Background: an optimization exercise with open tools, aiming at small area, a short achievable clock period and few clock cycles. Do not read the settings as production practice. The RTL was checked by simulation tests, not by an equivalence proof against the original design. Power is estimated from default activity; no workload was simulated.

==> flow/design.v <==
package ap_cam_pkg;
  typedef enum logic [1:0] {
    COL_A = 2'd0,
    COL_B = 2'd1,
    COL_C = 2'd2
  } column_e;
  typedef struct packed {
    logic                     write;
    column_e                  col;
    logic [4-1:0]  row;
    logic [8-1:0] data;
  } host_req_t;
  typedef struct packed {
    logic                     en;
    logic [4-1:0]  row;
    logic [8-1:0] data;
  } host_wr_t;
  typedef struct packed {
    logic [9-1:0] key;
    logic [9-1:0] mask;
  } search_t;
  typedef struct packed {
    logic                    en;
    logic [9-1:0] data;
    logic [9-1:0] mask;
  } par_wr_t;
endpackage
package ap_op_pkg;
  typedef enum logic [2:0] {
    OP_OR  = 3'd0,
    OP_XOR = 3'd1,
    OP_AND = 3'd2,
    OP_NOT = 3'd3,
    OP_ADD = 3'd4
  } op_e;
  typedef struct packed {
    logic       key_a;
    logic       key_b;
    logic       val_c;
    logic [1:0] unused;
  } pass_logic_t;
  typedef struct packed {
    logic key_a;
    logic key_b;
    logic key_carry;
    logic val_sum;
    logic val_carry;
  } pass_arith_t;
  typedef union packed {
    pass_logic_t lgc;
    pass_arith_t arith;
  } pass_entry_u;
endpackage
`timescale 1ns/1ps
module ap_top
(
  input  logic                     clock,
  input  logic                     rst,
  input  logic                     req_write,
  input  logic [1:0]               req_col,
  input  logic [4-1:0]  req_row,
  input  logic [8-1:0] req_data,
  input  logic                     req_valid,
  output logic                     req_ready,
  output logic [9-1:0]  rsp_data,
  output logic                     rsp_valid,
  input  logic [2:0]               op,
  input  logic                     op_valid,
  output logic                     op_ready,
  output logic                     op_done
);
  localparam int ROWS = 16;
  localparam int W    = 8;
  localparam int CW   = 9;
  logic [W-1:0]  mem_a [ROWS];
  logic [W-1:0]  mem_b [ROWS];
  logic [CW-1:0] mem_c [ROWS];
  logic [ROWS-1:0] lazy;           
  logic [3:0] tt_q;
  logic       add_q;
  logic in_op;
  logic idle;
  logic                    pend;
  logic                    pend_held;
  logic [4-1:0] pend_row;
  logic [CW-1:0]           hold_q;
  logic [CW-1:0]           pend_val;
  logic [CW-1:0] rsp_q;
  logic accept, wr, rd, wr_a, wr_b, wr_c, op_acc, mat_now, defer, fwd;
  logic [ROWS-1:0] rsel;
  logic [W-1:0]  a_r;
  logic [W-1:0]  b_r;
  logic [CW-1:0] c_r;
  logic          lz_r;
  logic          use_alu;
  logic [CW-1:0] alu;
  logic [CW-1:0] other;
  logic [CW-1:0] rsp_d;
  logic [CW-1:0] wd;
  logic [3:0]    tt_d;
  assign req_ready = idle;
  assign op_ready  = idle && !req_valid;
  assign op_done   = in_op;
  assign rsp_data  = rsp_q;
  assign accept = req_valid && idle;
  assign wr     = accept && req_write;
  assign rd     = accept && !req_write;
  assign wr_a   = wr && (req_col == 2'd0);
  assign wr_b   = wr && (req_col == 2'd1);
  assign wr_c   = wr && (req_col == 2'd2);
  assign op_acc = op_valid && idle && !req_valid && !rst;
  assign defer    = pend && wr_c;
  assign mat_now  = pend && !wr_c;
  assign pend_val = pend_held ? hold_q : rsp_q;
  assign rsel = ROWS'(1) << req_row;
  logic [3:0]    lo_sel;
  logic [3:0]    hi_sel;
  logic [W-1:0]  ga [4];
  logic [W-1:0]  gb [4];
  logic [CW-1:0] gc [4];
  logic [3:0]    gl;
  assign lo_sel = 4'(1) << req_row[1:0];
  assign hi_sel = 4'(1) << req_row[3:2];
  always_comb begin
    a_r  = '0;
    b_r  = '0;
    c_r  = '0;
    lz_r = 1'b0;
    for (int g = 0; g < 4; g++) begin
      ga[g] = '0;
      gb[g] = '0;
      gc[g] = '0;
      gl[g] = 1'b0;
      for (int j = 0; j < 4; j++) begin
        ga[g] = ga[g] | ({W{lo_sel[j]}}  & mem_a[4*g+j]);
        gb[g] = gb[g] | ({W{lo_sel[j]}}  & mem_b[4*g+j]);
        gc[g] = gc[g] | ({CW{lo_sel[j]}} & mem_c[4*g+j]);
        gl[g] = gl[g] | (lo_sel[j] & lazy[4*g+j]);
      end
      a_r  = a_r  | ({W{hi_sel[g]}}  & ga[g]);
      b_r  = b_r  | ({W{hi_sel[g]}}  & gb[g]);
      c_r  = c_r  | ({CW{hi_sel[g]}} & gc[g]);
      lz_r = lz_r | (hi_sel[g] & gl[g]);
    end
  end
  logic [W-1:0] g0, p0, g1, p1, g2, p2, g3;
  logic [W:0]   cy;
  always_comb begin
    g0 = a_r & b_r;
    p0 = a_r | b_r;
    for (int i = 0; i < W; i++) begin
      g1[i] = (i >= 1) ? (g0[i] | (p0[i] & g0[i-1])) : g0[i];
      p1[i] = (i >= 1) ? (p0[i] & p0[i-1]) : p0[i];
    end
    for (int i = 0; i < W; i++) begin
      g2[i] = (i >= 2) ? (g1[i] | (p1[i] & g1[i-2])) : g1[i];
      p2[i] = (i >= 2) ? (p1[i] & p1[i-2]) : p1[i];
    end
    for (int i = 0; i < W; i++) begin
      g3[i] = (i >= 4) ? (g2[i] | (p2[i] & g2[i-4])) : g2[i];
    end
    cy = {g3, 1'b0};
    for (int i = 0; i < W; i++) begin
      alu[i] = tt_q[{a_r[i], b_r[i]}] ^ (add_q & cy[i]);
    end
    alu[W] = add_q & cy[W];
  end
  always_comb begin
    case (op)
      3'd0:    tt_d = 4'b1110;
      3'd1:    tt_d = 4'b0110;
      3'd2:    tt_d = 4'b1000;
      3'd3:    tt_d = 4'b0011;
      3'd4:    tt_d = 4'b0110;
      default: tt_d = 4'b0000;
    endcase
  end
  assign fwd     = pend && (pend_row == req_row);
  assign use_alu = lz_r && (req_write || req_col[1]);
  always_comb begin
    if (!req_write && (req_col == 2'd0))      other = CW'(a_r);
    else if (!req_write && (req_col == 2'd1)) other = CW'(b_r);
    else if (fwd)                             other = pend_val;
    else                                      other = c_r;
  end
  assign rsp_d = use_alu ? alu : other;
  always_ff @(posedge clock) begin
    if (rst) begin
      in_op     <= 1'b0;
      idle      <= 1'b1;
      rsp_valid <= 1'b0;
    end else begin
      in_op     <= op_acc;
      idle      <= !op_acc;
      rsp_valid <= rd;
    end
  end
  always_ff @(posedge clock) begin
    if (op_acc) begin
      tt_q  <= tt_d;
      add_q <= (op == 3'd4);
    end
  end
  always_ff @(posedge clock) begin
    if ((wr_a || wr_b) && lz_r) begin
      pend     <= 1'b1;
      pend_row <= req_row;
    end else if (!(defer && (req_row != pend_row))) begin
      pend     <= 1'b0;
    end
    pend_held <= defer;
    hold_q    <= pend_val;
    rsp_q     <= rsp_d;
  end
  assign wd = wr_c ? CW'(req_data) : pend_val;
  for (genvar r = 0; r < ROWS; r++) begin : g_row
    always_ff @(posedge clock) begin
      if (wr_a && rsel[r]) mem_a[r] <= req_data;
      if (wr_b && rsel[r]) mem_b[r] <= req_data;
      if ((wr_c && rsel[r]) || (mat_now && (pend_row == r))) mem_c[r] <= wd;
    end
    always_ff @(posedge clock) begin
      if (op_acc) begin
        lazy[r] <= 1'b1;
      end else if (wr && rsel[r] && (req_col != 2'd3)) begin
        lazy[r] <= 1'b0;
      end
    end
  end
endmodule
clock: 5.0 ns
lec_check: 0
abc_area: 1
cap_margin: 20
core_margin: 2
core_utilization: 40
setup_slack_margin: 2.5
slew_margin: 20
run.sh (not shown) runs the stock make flow with config.mk's settings and CLKGATE_MAP_FILE= SYNTH_SCRIPT=/design/flow/synth_recipe.tcl, a recipe that flattens the netlist after the stock synthesis.
Testbench counts at the start, summed over its fixed seeds: cycles 2,696.
==> next run, changes <==
--- a/flow/design.v
+++ b/flow/design.v
@@ -203,10 +203,12 @@
   end
   always_ff @(posedge clock) begin
     if ((wr_a || wr_b) && lz_r) begin
-      pend     <= 1'b1;
+      pend <= 1'b1;
+    end else if (!(defer && (req_row != pend_row))) begin
+      pend <= 1'b0;
+    end
+    if (!defer) begin
       pend_row <= req_row;
-    end else if (!(defer && (req_row != pend_row))) begin
-      pend     <= 1'b0;
     end
     pend_held <= defer;
     hold_q    <= pend_val;
Total power grows by 1.0%.
Worst setup slack is worse by 0.099 ns.
Via count goes up by 3.6%.
Design area rose by 0.60%.
Worst hold slack improved by 0.0063 ns.
Fmax went down by 3.7%.
Testbench counts after the change, summed over its fixed seeds: cycles 2,696.

-- what the ideal ports hide --
The flow's constraints put no driver on any port. The routed layouts listed below were extracted and timed again, unchanged, in two steps. Step 1 sets driving cells, clkbuf_16 on the clock port and buf_2 on the other inputs (assumed; they add their load-dependent delay and slew). Step 2, shift: input delay + t, output delay - t, t = (earliest + latest rising clock arrival at the registers) / 2. This alone moves slack from input paths to output paths. Three values: ideal, step 1, step 2; two values: the first two.
run	shift t [ns]	slack for setup (ns)	slew at the worst register clock pin (ns)	pins driven straight from the clock port
the first run	0.635	2.420 / 2.402 / 1.767	0.06 / 0.06	1
the second run	0.628	2.321 / 2.238 / 1.610	0.07 / 0.07	1
After both steps setup and hold are still met in every run listed. The setup slack of the second run, which loses most, moves by -0.083 ns with the drivers and by -0.711 ns with both steps.
